Background: an optimization exercise with open tools, aiming at small area, a short achievable clock period and few clock cycles per item. Do not read the settings as production practice.
The RTL was checked by simulation tests, not by an equivalence proof against the original design.
No activity file was given, so power comes from the tool's default toggle rates.

$ cat flow/run.sh
#!/bin/bash
# synth_recipe.tcl (not shown) runs the flow's synth.tcl, then flattens the netlist and writes it again
# the make line also repeats each setting of config.mk as NAME=value (left out here)
make -C /OpenROAD-flow-scripts/flow DESIGN_CONFIG=/design/flow/config.mk WORK_HOME=/design/flow/orfs CLKGATE_MAP_FILE= SYNTH_SCRIPT=/design/flow/synth_recipe.tcl finish
$ cat flow/config.mk
export PLATFORM = sky130hd
export DESIGN_NAME = link_reconnect_backoff_controller
export DESIGN_NICKNAME = link_reconnect_backoff_controller
export VERILOG_FILES = /design/flow/design.v
export SDC_FILE = /design/flow/constraint.sdc
export NUM_CORES = 4
export LEC_CHECK = 0
export CAP_MARGIN = 20
export CORE_MARGIN = 2
export CORE_UTILIZATION = 40
export SLEW_MARGIN = 20
$ cat flow/constraint.sdc
create_clock -name core_clock -period 7.5 [get_ports {clk}]
set_input_delay 1.5000 -clock core_clock [delete_from_list [all_inputs] [get_ports {clk}]]
set_output_delay 1.5000 -clock core_clock [all_outputs]
set_load 0.01 [all_outputs]
$ cat flow/design.v
package lrb_pkg;
    localparam int unsigned TIME_W = 32;
    localparam int unsigned MS_W = 31;
    localparam int unsigned CFG_IDX_W = 2;
    localparam logic [2:0] MODE_TICK = 3'd0;
    localparam logic [2:0] MODE_LINK_UP = 3'd1;
    localparam logic [2:0] MODE_LINK_DOWN = 3'd2;
    localparam logic [2:0] MODE_RECONNECT = 3'd3;
    localparam logic [2:0] MODE_START_FAILED = 3'd4;
    localparam logic [CFG_IDX_W-1:0] CFG_INITIAL_RETRY = 2'd0;
    localparam logic [CFG_IDX_W-1:0] CFG_MAX_RETRY = 2'd1;
    localparam logic [CFG_IDX_W-1:0] CFG_ATTEMPT_TIMEOUT = 2'd2;
    localparam logic [CFG_IDX_W-1:0] CFG_SETTLE = 2'd3;
    typedef struct packed {
        logic [2:0]        mode;
        logic [TIME_W-1:0] now_ms;
        logic              link_up;
        logic              have_credentials;
        logic              scan_busy;
    } lrb_item_t;
    typedef struct packed {
        logic              cmd_connect;
        logic              cmd_disconnect;
        logic              notify_up;
        logic              notify_down;
        logic              attempt_active;
        logic [TIME_W-1:0] event_epoch;
        logic [MS_W-1:0]   current_backoff_ms;
    } lrb_result_t;
    typedef struct packed {
        logic [MS_W-1:0] initial_retry_ms;
        logic [MS_W-1:0] max_retry_ms;
        logic [MS_W-1:0] attempt_timeout_ms;
        logic [MS_W-1:0] settle_ms;
    } lrb_cfg_t;
    typedef struct packed {
        logic              restart_requested;
        logic              attempting;
        logic              restart_pending;
        logic              was_up;
        logic              next_try_valid;
        logic [MS_W-1:0]   backoff_ms;
        logic [TIME_W-1:0] restart_time;
        logic [TIME_W-1:0] next_try_time;
        logic [TIME_W-1:0] attempt_start_time;
        logic [TIME_W-1:0] epoch_count;
    } lrb_state_t;
endpackage
module lrb_cfg_regs (
    input  logic                          clk,
    input  logic                          rst_n,
    input  logic                          wr_en,
    input  logic [lrb_pkg::CFG_IDX_W-1:0] wr_index,
    input  logic [lrb_pkg::MS_W-1:0]      wr_data,
    output lrb_pkg::lrb_cfg_t             cfg
);
    lrb_pkg::lrb_cfg_t cfg_reg;
    always_ff @(posedge clk or negedge rst_n)
    begin
        if (!rst_n)
        begin
            cfg_reg.initial_retry_ms <= lrb_pkg::MS_W'(1000);
            cfg_reg.max_retry_ms <= lrb_pkg::MS_W'(60000);
            cfg_reg.attempt_timeout_ms <= lrb_pkg::MS_W'(15000);
            cfg_reg.settle_ms <= lrb_pkg::MS_W'(500);
        end
        else if (wr_en)
        begin
            case (wr_index)
                lrb_pkg::CFG_INITIAL_RETRY: cfg_reg.initial_retry_ms <= wr_data;
                lrb_pkg::CFG_MAX_RETRY: cfg_reg.max_retry_ms <= wr_data;
                lrb_pkg::CFG_ATTEMPT_TIMEOUT: cfg_reg.attempt_timeout_ms <= wr_data;
                lrb_pkg::CFG_SETTLE: cfg_reg.settle_ms <= wr_data;
                default: cfg_reg <= cfg_reg;
            endcase
        end
    end
    assign cfg = cfg_reg;
endmodule
module lrb_step (
    input  lrb_pkg::lrb_item_t   item,
    input  lrb_pkg::lrb_state_t  state,
    input  lrb_pkg::lrb_cfg_t    cfg,
    output lrb_pkg::lrb_state_t  state_next,
    output lrb_pkg::lrb_result_t result
);
    function automatic logic reached(logic [lrb_pkg::TIME_W-1:0] now, logic [lrb_pkg::TIME_W-1:0] deadline);
        logic [lrb_pkg::TIME_W-1:0] diff;
        diff = now - deadline;
        reached = !diff[lrb_pkg::TIME_W-1];
    endfunction
    function automatic lrb_pkg::lrb_state_t schedule(lrb_pkg::lrb_state_t s, logic [lrb_pkg::TIME_W-1:0] t,
                                            logic [lrb_pkg::MS_W-1:0] cap);
        lrb_pkg::lrb_state_t        r;
        logic [lrb_pkg::TIME_W-1:0] dbl;
        r = s;
        dbl = {s.backoff_ms, 1'b0};
        if (!s.restart_pending && !(s.next_try_valid && !reached(t, s.next_try_time)))
        begin
            r.next_try_time = t + {1'b0, s.backoff_ms};
            r.next_try_valid = 1'b1;
            r.backoff_ms = (dbl < {1'b0, cap}) ? dbl[lrb_pkg::MS_W-1:0] : cap;
        end
        schedule = r;
    endfunction
    lrb_pkg::lrb_state_t        st;
    logic              conn;
    logic              disc;
    logic              nup;
    logic              ndown;
    logic              active;
    logic [lrb_pkg::TIME_W-1:0] age;
    assign age = item.now_ms - state.attempt_start_time;
    always_comb
    begin
        st = state;
        conn = 1'b0;
        disc = 1'b0;
        nup = 1'b0;
        ndown = 1'b0;
        active = state.attempting || item.link_up;
        case (item.mode)
            lrb_pkg::MODE_TICK:
            begin
                if (st.restart_requested)
                begin
                    st.restart_requested = 1'b0;
                    st.attempting = 1'b0;
                    st.restart_pending = 1'b1;
                    st.backoff_ms = cfg.initial_retry_ms;
                    st.next_try_valid = 1'b0;
                    if (active)
                    begin
                        disc = 1'b1;
                        st.restart_time = item.now_ms + {1'b0, cfg.settle_ms};
                    end
                    else
                    begin
                        st.restart_time = item.now_ms;
                    end
                end
                if (!item.have_credentials)
                begin
                    st.attempting = 1'b0;
                    st.restart_pending = 1'b0;
                    st.next_try_valid = 1'b0;
                end
                else if (item.link_up)
                begin
                    st = st;
                end
                else if (st.restart_pending)
                begin
                    if (!item.scan_busy && reached(item.now_ms, st.restart_time))
                    begin
                        st.restart_pending = 1'b0;
                        st.attempting = 1'b1;
                        st.attempt_start_time = item.now_ms;
                        st.next_try_valid = 1'b0;
                        conn = 1'b1;
                    end
                end
                else if (st.attempting && (age >= {1'b0, cfg.attempt_timeout_ms}))
                begin
                    disc = 1'b1;
                    st.attempting = 1'b0;
                    st = schedule(st, item.now_ms, cfg.max_retry_ms);
                end
                else if (!st.attempting &&
                         (!st.next_try_valid || reached(item.now_ms, st.next_try_time)))
                begin
                    st.attempting = 1'b1;
                    st.attempt_start_time = item.now_ms;
                    st.next_try_valid = 1'b0;
                    conn = 1'b1;
                end
            end
            lrb_pkg::MODE_LINK_UP:
            begin
                st.epoch_count = state.epoch_count + lrb_pkg::TIME_W'(1);
                st.attempting = 1'b0;
                st.restart_pending = 1'b0;
                st.next_try_valid = 1'b0;
                st.backoff_ms = cfg.initial_retry_ms;
                nup = !state.was_up;
                st.was_up = 1'b1;
            end
            lrb_pkg::MODE_LINK_DOWN:
            begin
                st.epoch_count = state.epoch_count + lrb_pkg::TIME_W'(1);
                st.attempting = 1'b0;
                ndown = state.was_up;
                st.was_up = 1'b0;
                if (item.have_credentials)
                begin
                    st = schedule(st, item.now_ms, cfg.max_retry_ms);
                end
            end
            lrb_pkg::MODE_RECONNECT:
            begin
                st.restart_requested = 1'b1;
            end
            lrb_pkg::MODE_START_FAILED:
            begin
                if (state.attempting)
                begin
                    st.attempting = 1'b0;
                    st = schedule(st, state.attempt_start_time, cfg.max_retry_ms);
                end
            end
            default:
            begin
                st = state;
            end
        endcase
    end
    assign state_next = st;
    assign result.cmd_connect = conn;
    assign result.cmd_disconnect = disc;
    assign result.notify_up = nup;
    assign result.notify_down = ndown;
    assign result.attempt_active = st.attempting;
    assign result.event_epoch = st.epoch_count;
    assign result.current_backoff_ms = st.backoff_ms;
endmodule
module link_reconnect_backoff_controller (
    input  logic                          clk,
    input  logic                          rst_n,
    input  logic                          cfg_wr_en,
    input  logic [lrb_pkg::CFG_IDX_W-1:0] cfg_index,
    input  logic [lrb_pkg::MS_W-1:0]      cfg_wr_data,
    input  logic                          items_valid,
    output logic                          items_ready,
    input  logic [2:0]                    items_mode,
    input  logic [lrb_pkg::TIME_W-1:0]    items_now_ms,
    input  logic                          items_link_up,
    input  logic                          items_have_credentials,
    input  logic                          items_scan_busy,
    output logic                          results_valid,
    input  logic                          results_ready,
    output logic                          results_cmd_connect,
    output logic                          results_cmd_disconnect,
    output logic                          results_notify_up,
    output logic                          results_notify_down,
    output logic                          results_attempt_active,
    output logic [lrb_pkg::TIME_W-1:0]    results_event_epoch,
    output logic [lrb_pkg::MS_W-1:0]      results_current_backoff_ms
);
    lrb_pkg::lrb_cfg_t    cfg;
    lrb_pkg::lrb_state_t  state_reg;
    lrb_pkg::lrb_state_t  state_next;
    lrb_pkg::lrb_item_t   s1_item_reg;
    logic        s1_valid_reg;
    lrb_pkg::lrb_result_t result_next;
    lrb_pkg::lrb_result_t result_reg;
    logic        out_valid_reg;
    logic        advance;
    lrb_cfg_regs u_cfg (
        .clk      (clk),
        .rst_n    (rst_n),
        .wr_en    (cfg_wr_en),
        .wr_index (cfg_index),
        .wr_data  (cfg_wr_data),
        .cfg      (cfg)
    );
    lrb_step u_step (
        .item       (s1_item_reg),
        .state      (state_reg),
        .cfg        (cfg),
        .state_next (state_next),
        .result     (result_next)
    );
    assign advance = s1_valid_reg && (!out_valid_reg || results_ready);
    assign items_ready = !s1_valid_reg || advance;
    always_ff @(posedge clk)
    begin
        if (items_valid && items_ready)
        begin
            s1_item_reg.mode <= items_mode;
            s1_item_reg.now_ms <= items_now_ms;
            s1_item_reg.link_up <= items_link_up;
            s1_item_reg.have_credentials <= items_have_credentials;
            s1_item_reg.scan_busy <= items_scan_busy;
        end
        if (advance)
        begin
            result_reg <= result_next;
        end
    end
    always_ff @(posedge clk or negedge rst_n)
    begin
        if (!rst_n)
        begin
            s1_valid_reg <= 1'b0;
            out_valid_reg <= 1'b0;
            state_reg <= '0;
            state_reg.restart_requested <= 1'b1;
        end
        else
        begin
            if (items_ready)
            begin
                s1_valid_reg <= items_valid;
            end
            if (advance)
            begin
                out_valid_reg <= 1'b1;
                state_reg <= state_next;
            end
            else if (results_ready)
            begin
                out_valid_reg <= 1'b0;
            end
        end
    end
    assign results_valid = out_valid_reg;
    assign results_cmd_connect = result_reg.cmd_connect;
    assign results_cmd_disconnect = result_reg.cmd_disconnect;
    assign results_notify_up = result_reg.notify_up;
    assign results_notify_down = result_reg.notify_down;
    assign results_attempt_active = result_reg.attempt_active;
    assign results_event_epoch = result_reg.event_epoch;
    assign results_current_backoff_ms = result_reg.current_backoff_ms;
endmodule
==> results.yml <==
global_routing:
  overflow: 0
  grt_pass1_wl_mm: 152.2
  grt_usage_pct: 24.87
  grt_pass1_vias: 24985
  antenna_found_initial: 0
  grt_max_degree: 93
synth:
  netlist_area_sq_um: 30940
  netlist_top_cells_count: "ha_1 (337), dfrtp_1 (263), a21oi_1 (249), nand2_1 (223), mux2_2 (222)"
  ys.flop_type: "dfrtp_1"
  yosysMostFrequentCell: "ha_1"
  netlist_top_cells_area: "dfrtp_1 (21%), ha_1 (14%), edfxtp_1 (10%)"
  avgSynthCellArea_sq_um: 9.489
  synth_top_area_share_pct: 21.27
  ys_seq_elements: 396
  yosysTopAreaCell: "dfrtp_1"
  postSynth.asyncResetShare_pct: 73.23
  synthCells: 3261
  synth_warnings: 3
  synth_nets: 3679
  synth_cell_types: 82
  synth_edf_count: 106
  seq_area_frac_synth_pct: 33.85
placement:
  place.gp.congestion: 0.9754
  port_buffers: 145
  dp_hpwl_mm: 73.70
  place_inst: 4353
power_and_ir_drop:
  swShare_pct: 41.08
  finalPower_uw: 10500
  ir_drop_mv: 0.1561
  p_per_area_nw_per_um2: 298.2
  clockPowerShare_pct: 23.2
  comb_power_share_pct: 47.2
  power_frac_seq_pct: 29.7
  leakage_uw: 0.01528
  switchingPower_uw: 4314
  internal-power_uw: 6187
worst_setup_path:
  crit_type: "register to register"
  r2r_end: "state_reg[75]$_DFFE_PN0P_"
  rrSetupSlack_ns: 1.07
  startpoint: "s1_item_reg[3]$_DFFE_PP_"
  r2r-start: "s1_item_reg[3]$_DFFE_PP_"
  slowest_stage: "or3_1"
  cp.arrival_ns: 6.95
  critPathLaunchType: "register"
  max_stage_delay_ns: 0.71
  rr_worst_depth: 24
  endpoint: "state_reg[75]$_DFFE_PN0P_"
  endpoint_kind: "register"
  crit_path_max_fanout: 20
  cp_cell_sequence: "inv_1 > ha_1 > inv_1 > fa_1 > a211oi_1 > o21ai_0 > a31oi_1 > o21ai_0 > nand2_1 > a31oi_1 > a221oi_1 > a21oi_1 > a41oi_1 > xnor2_1 > ha_1 > nand3_1 > nor3_1 > and2_1 > a22o_1 > o41ai_2 > buf_4 > or3_1 > or3_1 > a31oi_2"
  cp_data_required_time_ns: 8.02
clock_network:
  clkTransAtPathRegs_ns: 0.06
  root_buffer: "clkbuf_16"
  htreeDepth: 2
  cts_setup_buffers: 0
  clk_latency_ns: 0.61
  cts_resized: 0
  cts.sinks: 396
  ctsHoldBuffers: 0
  cts_buffers: 48
  cts_tree: "built"
  cts_buffer_depth: 3
route:
  post_drt_wl_per_cell_um: 22.45
  vias: 25946
  drc: 0
  totalWireLength_mm: 99.73
  dr.pass1.iters: 5
  postRouteAntennaNets: 0
  drt-initial-drc-count: 1849
  via_per_inst: 5.840
timing:
  slew-limit-headroom_pct: 20.67
  skew_ns: 0.02100
  tightest_slew_ns: 1.175
  clock.fmax_mhz: 155.5
  setup_violations: 0
  fin_crit_sh_pct: 85.76
  whs_ns: 0.4764
  period_minus_slack_ns: 6.432
  hold_viol: 0
  final.setup.tns_ns: 0
  final-max-slew-violation-count: 0
  rsz0062_at_grt: "false"
finish:
  area_delta_synth_final_pct: 13.82
  layout.cells.non_filler: 4443
  nNetsFinal: 3791
  drive_gt1_share_pct: 12.51
  largest_reg_flops: 164
  diodes: 0
  post-route-util_pct: 46.22
floorplanning:
  start_util_pct: 40.61
  rows: 101
  coreArea_sq_um: 76200
  die_y_um: 282.1
  ios: 146
  die-area_sq_um: 79600
  die_w_um: 282.1
run:
  cap_violations: 0
hold_path:
  hold_class: "register to register"
status:
  outcome: "no timing/DRC/antenna violations"
-- power by group through the flow --
stage               clock network, uW  logic (uW)  registers [uW]
finish                           2430        4950            3110
global route                     2580        5520            3160
CTS                              2490        4890            3110
detailed placement                  0        4850            3150
global placement                    0        4830            3140
floorplan                           0        3630            2960
-- worst min-delay path by stage --
stage                                       endpoint  slack, ns  cells past startpoint                  startpoint
after floorplan           state_reg[100]$_DFFE_PN0P_       0.44                      2  state_reg[100]$_DFFE_PN0P_
after global placement    state_reg[123]$_DFFE_PN0P_       0.46                      2  state_reg[123]$_DFFE_PN0P_
after detailed placement  state_reg[105]$_DFFE_PN0P_       0.47                      2  state_reg[105]$_DFFE_PN0P_
after CTS                 state_reg[105]$_DFFE_PN0P_       0.48                      2  state_reg[105]$_DFFE_PN0P_
after global routing      state_reg[115]$_DFFE_PN0P_       0.50                      2  state_reg[115]$_DFFE_PN0P_
final                     state_reg[119]$_DFFE_PN0P_       0.48                      2  state_reg[119]$_DFFE_PN0P_
-- metal layers --
| layer | track usage, % | vias up | routed length [um] |
|---|---|---|---|
| met4 | 10.43 | 0 | 4348 |
| met1 | 34.12 | 12516 | 45500 |
| met2 | 39.65 | 782 | 44960 |
| li1 | - | 12479 | - |
| met5 | 0 | - | 0 |
| met3 | 2.998 | 169 | 4922 |
-- layout make-up --
| cell class | count | area, sq um |
|---|---|---|
| Timing Repair Buffer | 188 | 1804 |
| Multi-Input combinational cell | 2574 | 19410 |
| Fill cell | 7343 | 40980 |
| Clock inverter | 28 | 314.1 |
| Sequential cell | 396 | 10480 |
| Inverter | 165 | 621.8 |
| Clock buffer | 62 | 1304 |
| Tap cell | 1030 | 1289 |
-- cells by family after synthesis --
kind of cell,count (synthesis),synth area share [%]
AO/OA/AOI/OAI,1053,22.74
XOR/XNOR,193,5.463
adder cells (fa/ha/maj),342,13.95
buffers and inverters,291,3.643
flip-flops,396,33.85
multiplexers,248,9.147
AND/OR/NAND/NOR,738,11.21
-- cell usage in the layout (no fill, tap or decap), drive strengths merged, types with 11 or more instances in the layout --
master / instances
a211oi: 67
ha: 337
nor2b: 18
edfxtp: 106
nor2: 200
nor3: 41
a22oi: 15
buf: 44
a31oi: 60
and2: 20
nand4: 39
a21oi: 251
a21o: 117
dfrtp: 263
clkinv: 17
inv: 166
nand2: 223
xor2: 81
o211a: 65
and4: 11
dfstp: 27
o21ai: 215
mux2i: 12
clkbuf: 62
clkdlybuf4s50: 144
o21a: 31
and3: 26
or3: 13
nand2b: 23
xnor2: 112
o21bai: 23
a21boi: 13
o211ai: 81
mux2: 236
o31a: 11
nand3: 87
o22ai: 11
-- critical path: cells and delay by family, from the launching register on --
family,cells,cell delay [ns]
compound gates,11,2.57
simple gates,6,1.95
fa+ha+maj,3,0.87
flops,1,0.49
buf+inv,3,0.34
xor+xnor,1,0.09
-- per-stage QoR --
step / setup slack (ns) / instance area [sq um]
after global routing: 0.5500 / 35220
after floorplan: 1.805 / 30940
after detailed placement: 1.150 / 33600
after CTS: 1.135 / 35220
final: 1.068 / 35220
after global placement: 1.192 / 33600
Testbench counts, summed over its fixed seeds: cycles 12,016, items 12,000.

## what the ideal ports hide
The results above use ideal ports. As a check the final layout listed here was re-extracted and re-timed, cells and wires unchanged. Step 1, drivers: a clkbuf_16 drives clk and a buf_2 each remaining input, both assumed. Step 2 also shifts input and output timing later by t, the mid clock arrival at the registers, as if the neighbouring blocks saw the same clock. a / b / c = ideal ports / drivers / drivers and shift; a / b = the first two.
t, ns: 0.663
slack for setup (ns): 1.068 / 1.068 / 1.068
worst register clock-pin slew, ns: 0.07 / 0.07
After both steps setup and hold are still met in this run. For this run, drivers alone change the setup slack by 0.000 ns; drivers and shift together by 0.000 ns.
